Context: an optimization exercise on an open-source flow, tuned for small area, a short achievable clock period and few clock cycles. The choices shown serve that exercise and are no tape-out recipe. Power figures rest on the tool's default switching activity, not on a simulated workload.

==> flow/design.v <==
package udpb_pkg;
  localparam logic [15:0] IP_VER_TOS = 16'h4500;
  localparam logic [15:0] IP_FLAGS   = 16'h4000;
  localparam logic [7:0]  PROTO_UDP  = 8'd17;
  localparam logic [15:0] LEN_BASE = 16'd28;
  localparam logic [15:0] SUM_BASE = 16'hFFE8;
  localparam logic [31:0] RST_SOURCE_ADDRESS      = 32'h0606_0600;
  localparam logic [31:0] RST_DESTINATION_ADDRESS = 32'h0;
  localparam logic [15:0] RST_SOURCE_PORT         = 16'd6666;
  localparam logic [15:0] RST_DESTINATION_PORT    = 16'd0;
  localparam logic [7:0]  RST_TIME_TO_LIVE        = 8'd50;
  function automatic logic [15:0] add16(input logic [15:0] a, input logic [15:0] b,
                                        input logic cin);
    logic [15:0] g;
    logic [15:0] p;
    logic [15:0] gg;
    logic [15:0] pp;
    logic [15:0] c;
    g  = a & b;
    p  = a ^ b;
    gg = g;
    pp = p;
    for (int l = 0; l < 4; l++) begin
      for (int i = 0; i < 16; i++) begin
        if (((i >> l) & 1) == 1) begin
          gg[i] = gg[i] | (pp[i] & gg[((i >> l) << l) - 1]);
          pp[i] = pp[i] & pp[((i >> l) << l) - 1];
        end
      end
    end
    c[0] = cin;
    for (int i = 1; i < 16; i++) c[i] = gg[i-1] | (pp[i-1] & cin);
    add16 = p ^ c;
  endfunction
  function automatic logic [15:0] oc_add(input logic [15:0] a, input logic [15:0] b);
    logic [15:0] g;
    logic [15:0] p;
    logic [15:0] gg;
    logic [15:0] pp;
    logic [15:0] c;
    g  = a & b;
    p  = a ^ b;
    gg = g;
    pp = p;
    for (int l = 0; l < 4; l++) begin
      for (int i = 0; i < 16; i++) begin
        if (((i >> l) & 1) == 1) begin
          gg[i] = gg[i] | (pp[i] & gg[((i >> l) << l) - 1]);
          pp[i] = pp[i] & pp[((i >> l) << l) - 1];
        end
      end
    end
    c[0] = gg[15];
    for (int i = 1; i < 16; i++) c[i] = gg[i-1] | (pp[i-1] & gg[15]);
    oc_add = p ^ c;
  endfunction
endpackage
module udpb_front
(
  input  logic        clk,
  input  logic        rst,
  input  logic        in_v,
  input  logic [7:0]  in_b,
  input  logic        in_last,
  input  logic        take,
  output logic        go,
  output logic        hold,
  output logic [15:0] job_sum,
  output logic [15:0] job_len,
  output logic        job_ovf
);
  logic [15:0] acc;
  logic [15:0] cnt;
  logic        odd;
  logic        ovf;
  logic        fresh;   
  logic        c_sat;   
  logic [15:0] acc_b;
  logic [15:0] cnt_b;
  logic        odd_b;
  logic        ovf_b;
  logic        cnt_sat;
  logic [15:0] cnt_n;
  assign go    = in_v & (~hold | take);
  assign acc_b = fresh ? udpb_pkg::SUM_BASE : acc;
  assign cnt_b = fresh ? udpb_pkg::LEN_BASE : cnt;
  assign odd_b = odd;   
  assign ovf_b = ~fresh & ovf;
  assign cnt_sat = ~fresh & c_sat;
  assign cnt_n   = cnt_sat ? cnt_b : udpb_pkg::add16(cnt_b, 16'h0000, 1'b1);
  always_ff @(posedge clk) begin
    if (go) begin
      acc <= udpb_pkg::oc_add(acc_b, odd_b ? {8'h00, in_b} : {in_b, 8'h00});
      cnt   <= cnt_n;
      c_sat <= cnt_sat | (cnt_b == 16'hFFFE);
      ovf <= ovf_b | cnt_sat;
    end
  end
  always_ff @(posedge clk) begin
    if (rst) begin
      fresh <= 1'b1;
      hold  <= 1'b0;
      odd   <= 1'b0;
    end else begin
      if (go) begin
        fresh <= in_last;
        odd   <= ~odd & ~in_last;
      end
      hold <= (go & in_last) | (hold & ~take);
    end
  end
  assign job_sum = acc;
  assign job_len = cnt;
  assign job_ovf = ovf;
endmodule
module udpb_back
(
  input  logic        clk,
  input  logic        rst,
  input  logic        cfg_write,
  input  logic [31:0] sa,
  input  logic [31:0] da,
  input  logic [15:0] sp,
  input  logic [15:0] dp,
  input  logic [7:0]  ttl,
  input  logic        hold,
  input  logic [15:0] job_sum,
  input  logic [15:0] job_len,
  input  logic        job_ovf,
  output logic        take,
  input  logic        pop,
  output logic        empty,
  output logic [21:0] result
);
  logic        busy;
  logic        pre;
  logic        dirty;
  logic [3:0]  k;
  logic        empty_r;
  logic [15:0] out_word;
  logic        out_lerr;
  logic        out_eoh;
  logic [15:0] blen;
  logic        bovf;
  logic [15:0] acc_ip;
  logic [15:0] acc_udp;
  logic [3:0]  nk;    
  logic        adv;
  logic        start_pre;
  logic        at_job;   
  logic [15:0] word;
  assign nk        = (k == 4'd13) ? 4'd0 : k + 4'd1;
  assign adv       = busy & (pre | empty_r | pop);
  assign take      = hold & ((~busy & ~dirty) | (adv & ~pre & (nk == 4'd13)));
  assign start_pre = ~busy & dirty;
  assign at_job    = ~busy | (nk == 4'd13);
  assign empty  = empty_r;
  assign result = {out_word, k, out_lerr, out_eoh};
  always_comb begin
    case (nk)
      4'd0:    word = udpb_pkg::IP_VER_TOS;
      4'd1:    word = blen;
      4'd2:    word = 16'h0000;
      4'd3:    word = udpb_pkg::IP_FLAGS;
      4'd4:    word = {ttl, udpb_pkg::PROTO_UDP};
      4'd5:    word = ~acc_ip;
      4'd6:    word = sa[31:16];
      4'd7:    word = sa[15:0];
      4'd8:    word = da[31:16];
      4'd9:    word = da[15:0];
      4'd10:   word = sp;
      4'd11:   word = dp;
      4'd12:   word = blen;   
      default: word = (&acc_udp) ? 16'hFFFF : ~acc_udp;
    endcase
  end
  always_ff @(posedge clk) begin
    if (rst) begin
      busy    <= 1'b0;
      pre     <= 1'b0;
      dirty   <= 1'b1;
      empty_r <= 1'b1;
    end else begin
      if (take) begin
        busy <= 1'b1;
      end else if (start_pre) begin
        busy <= 1'b1;
        pre  <= 1'b1;
      end else if (adv & (nk == (pre ? 4'd10 : 4'd13))) begin
        busy <= 1'b0;
        pre  <= 1'b0;
      end
      if (cfg_write) begin
        dirty <= 1'b1;
      end else if (start_pre) begin
        dirty <= 1'b0;
      end
      if (adv) begin
        empty_r <= pre;
      end else if (pop) begin
        empty_r <= 1'b1;
      end
    end
  end
  always_ff @(posedge clk) begin
    if (start_pre) begin
      k <= 4'd3;
    end else if (adv) begin
      k <= (pre & (nk == 4'd10)) ? 4'd13 : nk;
    end
    if (take | (adv & (nk == 4'd1))) begin
      blen    <= at_job ? job_len : udpb_pkg::add16(blen, 16'hFFEC, 1'b0);
    end
    if (take) begin
      bovf    <= job_ovf;
    end
    if (adv) begin
      out_word <= word;
      out_lerr <= bovf;
      out_eoh  <= (nk == 4'd13);
    end
    if (adv) begin
      case (nk)
        4'd1, 4'd2, 4'd3, 4'd4, 4'd7, 4'd8, 4'd9, 4'd10:
          acc_ip <= udpb_pkg::oc_add(acc_ip, out_word);
        4'd5:    acc_ip <= out_word;   
        default: ;
      endcase
    end
    if (take | (adv & ((nk == 4'd2) | (nk == 4'd3) | (nk >= 4'd7 & nk <= 4'd12)))) begin
      if (at_job) begin
        acc_udp <= {job_sum[0], job_sum[15:1]};
      end else if (nk == 4'd3) begin
        acc_udp <= {acc_udp[14:0], acc_udp[15]};
      end else begin
        acc_udp <= udpb_pkg::oc_add(acc_udp, out_word);
      end
    end
  end
endmodule
module udp_ipv4_header_builder_unit
(
  input  logic                   clk,
  input  logic                   rst,
  input  logic                   push,
  output logic                   full,
  input  logic [8:0]             item,
  output logic                   empty,
  input  logic                   pop,
  output logic [21:0]            result,
  input  logic                   cfg_write,
  input  logic [2:0]             cfg_index,
  input  logic [31:0]            cfg_data
);
  logic [31:0] sa;
  logic [31:0] da;
  logic [15:0] sp;
  logic [15:0] dp;
  logic [7:0]  ttl;
  logic        full_r;
  logic        in_v;
  logic [7:0]  in_b;
  logic        in_last;
  logic        accept;
  logic        go;
  logic        hold;
  logic        take;
  logic [15:0] job_sum;
  logic [15:0] job_len;
  logic        job_ovf;
  assign full   = full_r;
  assign accept = push & ~full_r;
  logic [31:0] wd0;   
  logic [31:0] wd1;   
  logic [4:0]  wen;
  assign wd0 = rst ? 32'h0 : cfg_data;
  assign wd1 = rst ? 32'hFFFF_FFFF : cfg_data;
  assign wen[0] = rst | (cfg_write & (cfg_index == 3'd0));
  assign wen[1] = rst | (cfg_write & (cfg_index == 3'd1));
  assign wen[2] = rst | (cfg_write & (cfg_index == 3'd2));
  assign wen[3] = rst | (cfg_write & (cfg_index == 3'd3));
  assign wen[4] = rst | (cfg_write & (cfg_index == 3'd4));
  function automatic logic [31:0] pick(input logic [31:0] rv, input logic [31:0] d0,
                                       input logic [31:0] d1);
    pick = (rv & d1) | (~rv & d0);
  endfunction
  logic [31:0] sa_d;
  logic [31:0] da_d;
  logic [31:0] sp_d;
  logic [31:0] dp_d;
  logic [31:0] ttl_d;
  assign sa_d  = pick(udpb_pkg::RST_SOURCE_ADDRESS, wd0, wd1);
  assign da_d  = pick(udpb_pkg::RST_DESTINATION_ADDRESS, wd0, wd1);
  assign sp_d  = pick(32'(udpb_pkg::RST_SOURCE_PORT), wd0, wd1);
  assign dp_d  = pick(32'(udpb_pkg::RST_DESTINATION_PORT), wd0, wd1);
  assign ttl_d = pick(32'(udpb_pkg::RST_TIME_TO_LIVE), wd0, wd1);
  always_ff @(posedge clk) begin
    if (wen[0]) sa  <= sa_d;
    if (wen[1]) da  <= da_d;
    if (wen[2]) sp  <= sp_d[15:0];
    if (wen[3]) dp  <= dp_d[15:0];
    if (wen[4]) ttl <= ttl_d[7:0];
  end
  always_ff @(posedge clk) begin
    if (rst) begin
      in_v   <= 1'b0;
      full_r <= 1'b0;
    end else begin
      in_v   <= accept | (in_v & ~go);
      full_r <= (accept | (in_v & ~go)) & ((go & in_last) | (hold & ~take));
    end
    if (accept) begin
      in_b    <= item[8:1];
      in_last <= item[0];
    end
  end
  udpb_front u_front (
    .clk     (clk),
    .rst     (rst),
    .in_v    (in_v),
    .in_b    (in_b),
    .in_last (in_last),
    .take    (take),
    .go      (go),
    .hold    (hold),
    .job_sum (job_sum),
    .job_len (job_len),
    .job_ovf (job_ovf)
  );
  udpb_back u_back (
    .clk       (clk),
    .rst       (rst),
    .cfg_write (cfg_write),
    .sa        (sa),
    .da        (da),
    .sp        (sp),
    .dp        (dp),
    .ttl       (ttl),
    .hold      (hold),
    .job_sum   (job_sum),
    .job_len   (job_len),
    .job_ovf   (job_ovf),
    .take      (take),
    .pop       (pop),
    .empty     (empty),
    .result    (result)
  );
endmodule
==> flow/config.mk <==
export PLATFORM = sky130hd
export DESIGN_NAME = udp_ipv4_header_builder_unit
export DESIGN_NICKNAME = udp_ipv4_header_builder_unit
export VERILOG_FILES = /design/flow/design.v
export SDC_FILE = /design/flow/constraint.sdc
export NUM_CORES = 4
export LEC_CHECK = 0
export ABC_CLOCK_PERIOD_IN_PS = 2200
export CAP_MARGIN = 20
export CORE_MARGIN = 2
export CORE_UTILIZATION = 40
export SETUP_SLACK_MARGIN = 2.9
export SLEW_MARGIN = 20
==> flow/constraint.sdc <==
create_clock -name core_clock -period 6.0 [get_ports {clk}]
set_input_delay 1.2000 -clock core_clock [delete_from_list [all_inputs] [get_ports {clk}]]
set_output_delay 1.2000 -clock core_clock [all_outputs]
set_load 0.01 [all_outputs]
standard.sh (not shown) runs the stock make flow with config.mk's settings and CLKGATE_MAP_FILE= SYNTH_SCRIPT=/design/flow/synth_recipe.tcl, a recipe that flattens the netlist after the stock synthesis.
==> flow/flow/run.sh <==
#!/bin/bash
# The standard layout (the standard.sh, synthesis unchanged) with
# settings ORFS reads from the environment:
#  - every port still gets a buffer, but of the smallest plain buffer cell
#    (buf_1, which the resizer may upsize) instead of the delay-cell-sized
#    default that buffer_ports picks;
#  - clock tree synthesis with the usual clustering but without the dummy
#    loads it otherwise adds to even out the leaf buffers' loads.
set -euo pipefail
export BUFFER_PORTS_ARGS="-buffer_cell sky130_fd_sc_hd__buf_1"
export CTS_ARGS="-sink_clustering_enable -repair_clock_nets -sink_clustering_size 32 -sink_clustering_max_diameter 70 -dont_use_dummy_load"
bash standard.sh > standard.log 2>&1
The baseline finished with timing, DRC and antenna clean.
Rerun with:
--- a/flow/design.v
+++ b/flow/design.v
@@ -74,25 +74,21 @@
   logic        odd;
   logic        ovf;
   logic        fresh;   
-  logic        c_sat;   
   logic [15:0] acc_b;
   logic [15:0] cnt_b;
   logic        odd_b;
   logic        ovf_b;
   logic        cnt_sat;
-  logic [15:0] cnt_n;
   assign go    = in_v & (~hold | take);
   assign acc_b = fresh ? udpb_pkg::SUM_BASE : acc;
   assign cnt_b = fresh ? udpb_pkg::LEN_BASE : cnt;
   assign odd_b = odd;   
   assign ovf_b = ~fresh & ovf;
-  assign cnt_sat = ~fresh & c_sat;
-  assign cnt_n   = cnt_sat ? cnt_b : udpb_pkg::add16(cnt_b, 16'h0000, 1'b1);
+  assign cnt_sat = &cnt_b;
   always_ff @(posedge clk) begin
     if (go) begin
       acc <= udpb_pkg::oc_add(acc_b, odd_b ? {8'h00, in_b} : {in_b, 8'h00});
-      cnt   <= cnt_n;
-      c_sat <= cnt_sat | (cnt_b == 16'hFFFE);
+      cnt <= cnt_sat ? cnt_b : udpb_pkg::add16(cnt_b, 16'h0000, 1'b1);
       ovf <= ovf_b | cnt_sat;
     end
   end
@@ -147,13 +143,11 @@
   logic [3:0]  nk;    
   logic        adv;
   logic        start_pre;
-  logic        at_job;   
   logic [15:0] word;
   assign nk        = (k == 4'd13) ? 4'd0 : k + 4'd1;
   assign adv       = busy & (pre | empty_r | pop);
   assign take      = hold & ((~busy & ~dirty) | (adv & ~pre & (nk == 4'd13)));
   assign start_pre = ~busy & dirty;
-  assign at_job    = ~busy | (nk == 4'd13);
   assign empty  = empty_r;
   assign result = {out_word, k, out_lerr, out_eoh};
   always_comb begin
@@ -208,11 +202,11 @@
     end else if (adv) begin
       k <= (pre & (nk == 4'd10)) ? 4'd13 : nk;
     end
-    if (take | (adv & (nk == 4'd1))) begin
-      blen    <= at_job ? job_len : udpb_pkg::add16(blen, 16'hFFEC, 1'b0);
-    end
     if (take) begin
+      blen    <= job_len;
       bovf    <= job_ovf;
+    end else if (adv & (nk == 4'd1)) begin
+      blen    <= udpb_pkg::add16(blen, 16'hFFEC, 1'b0);
     end
     if (adv) begin
       out_word <= word;
@@ -227,14 +221,15 @@
         default: ;
       endcase
     end
-    if (take | (adv & ((nk == 4'd2) | (nk == 4'd3) | (nk >= 4'd7 & nk <= 4'd12)))) begin
-      if (at_job) begin
-        acc_udp <= {job_sum[0], job_sum[15:1]};
-      end else if (nk == 4'd3) begin
-        acc_udp <= {acc_udp[14:0], acc_udp[15]};
-      end else begin
-        acc_udp <= udpb_pkg::oc_add(acc_udp, out_word);
-      end
+    if (take) begin
+      acc_udp <= {job_sum[0], job_sum[15:1]};
+    end else if (adv) begin
+      case (nk)
+        4'd2, 4'd7, 4'd8, 4'd9, 4'd10, 4'd11, 4'd12:
+          acc_udp <= udpb_pkg::oc_add(acc_udp, out_word);
+        4'd3:    acc_udp <= {acc_udp[14:0], acc_udp[15]};
+        default: ;
+      endcase
     end
   end
 endmodule
Effect:
- die area is lower by 4.3%
- via count is lower by 6.1%
- fmax is higher by 1.5%
- register-to-register slack improves by 0.07 ns
- total power is lower by 11%
- design area is lower by 2.3%
- utilization is higher by 0.69 points
- critical path depth is lower by 4
- synthesized cell count is lower by 8.5%
- worst setup slack improves by 0.046 ns
Function was not checked in any run of this note: the RTL went through the layout flow alone.

[static timing again, ports no longer ideal]
The results above use ideal ports. As a check the final layouts listed here were re-extracted and re-timed, cells and wires unchanged. Step 1 sets driving cells, clkbuf_16 on the clock port and buf_2 on the other inputs (assumed; they add their load-dependent delay and slew). Step 2 also shifts input and output timing later by t, the mid clock arrival at the registers, as if the neighbouring blocks saw the same clock. Slacks: ideal / step 1 / step 2; pairs: ideal / step 1.
run | t, ns | setup slack, ns | worst hold slack (ns) | cell pins on the clock port's net
the first run | 0.532 | 2.924 / 2.924 / 2.555 | 0.433 / 0.433 / 0.433 | 1
the second run | 0.549 | 2.970 / 2.989 / 2.449 | 0.432 / 0.432 / 0.432 | 1
After both steps every run listed still meets setup and hold. For the second run, which loses most, drivers alone change the setup slack by +0.019 ns; drivers and shift together by -0.521 ns.
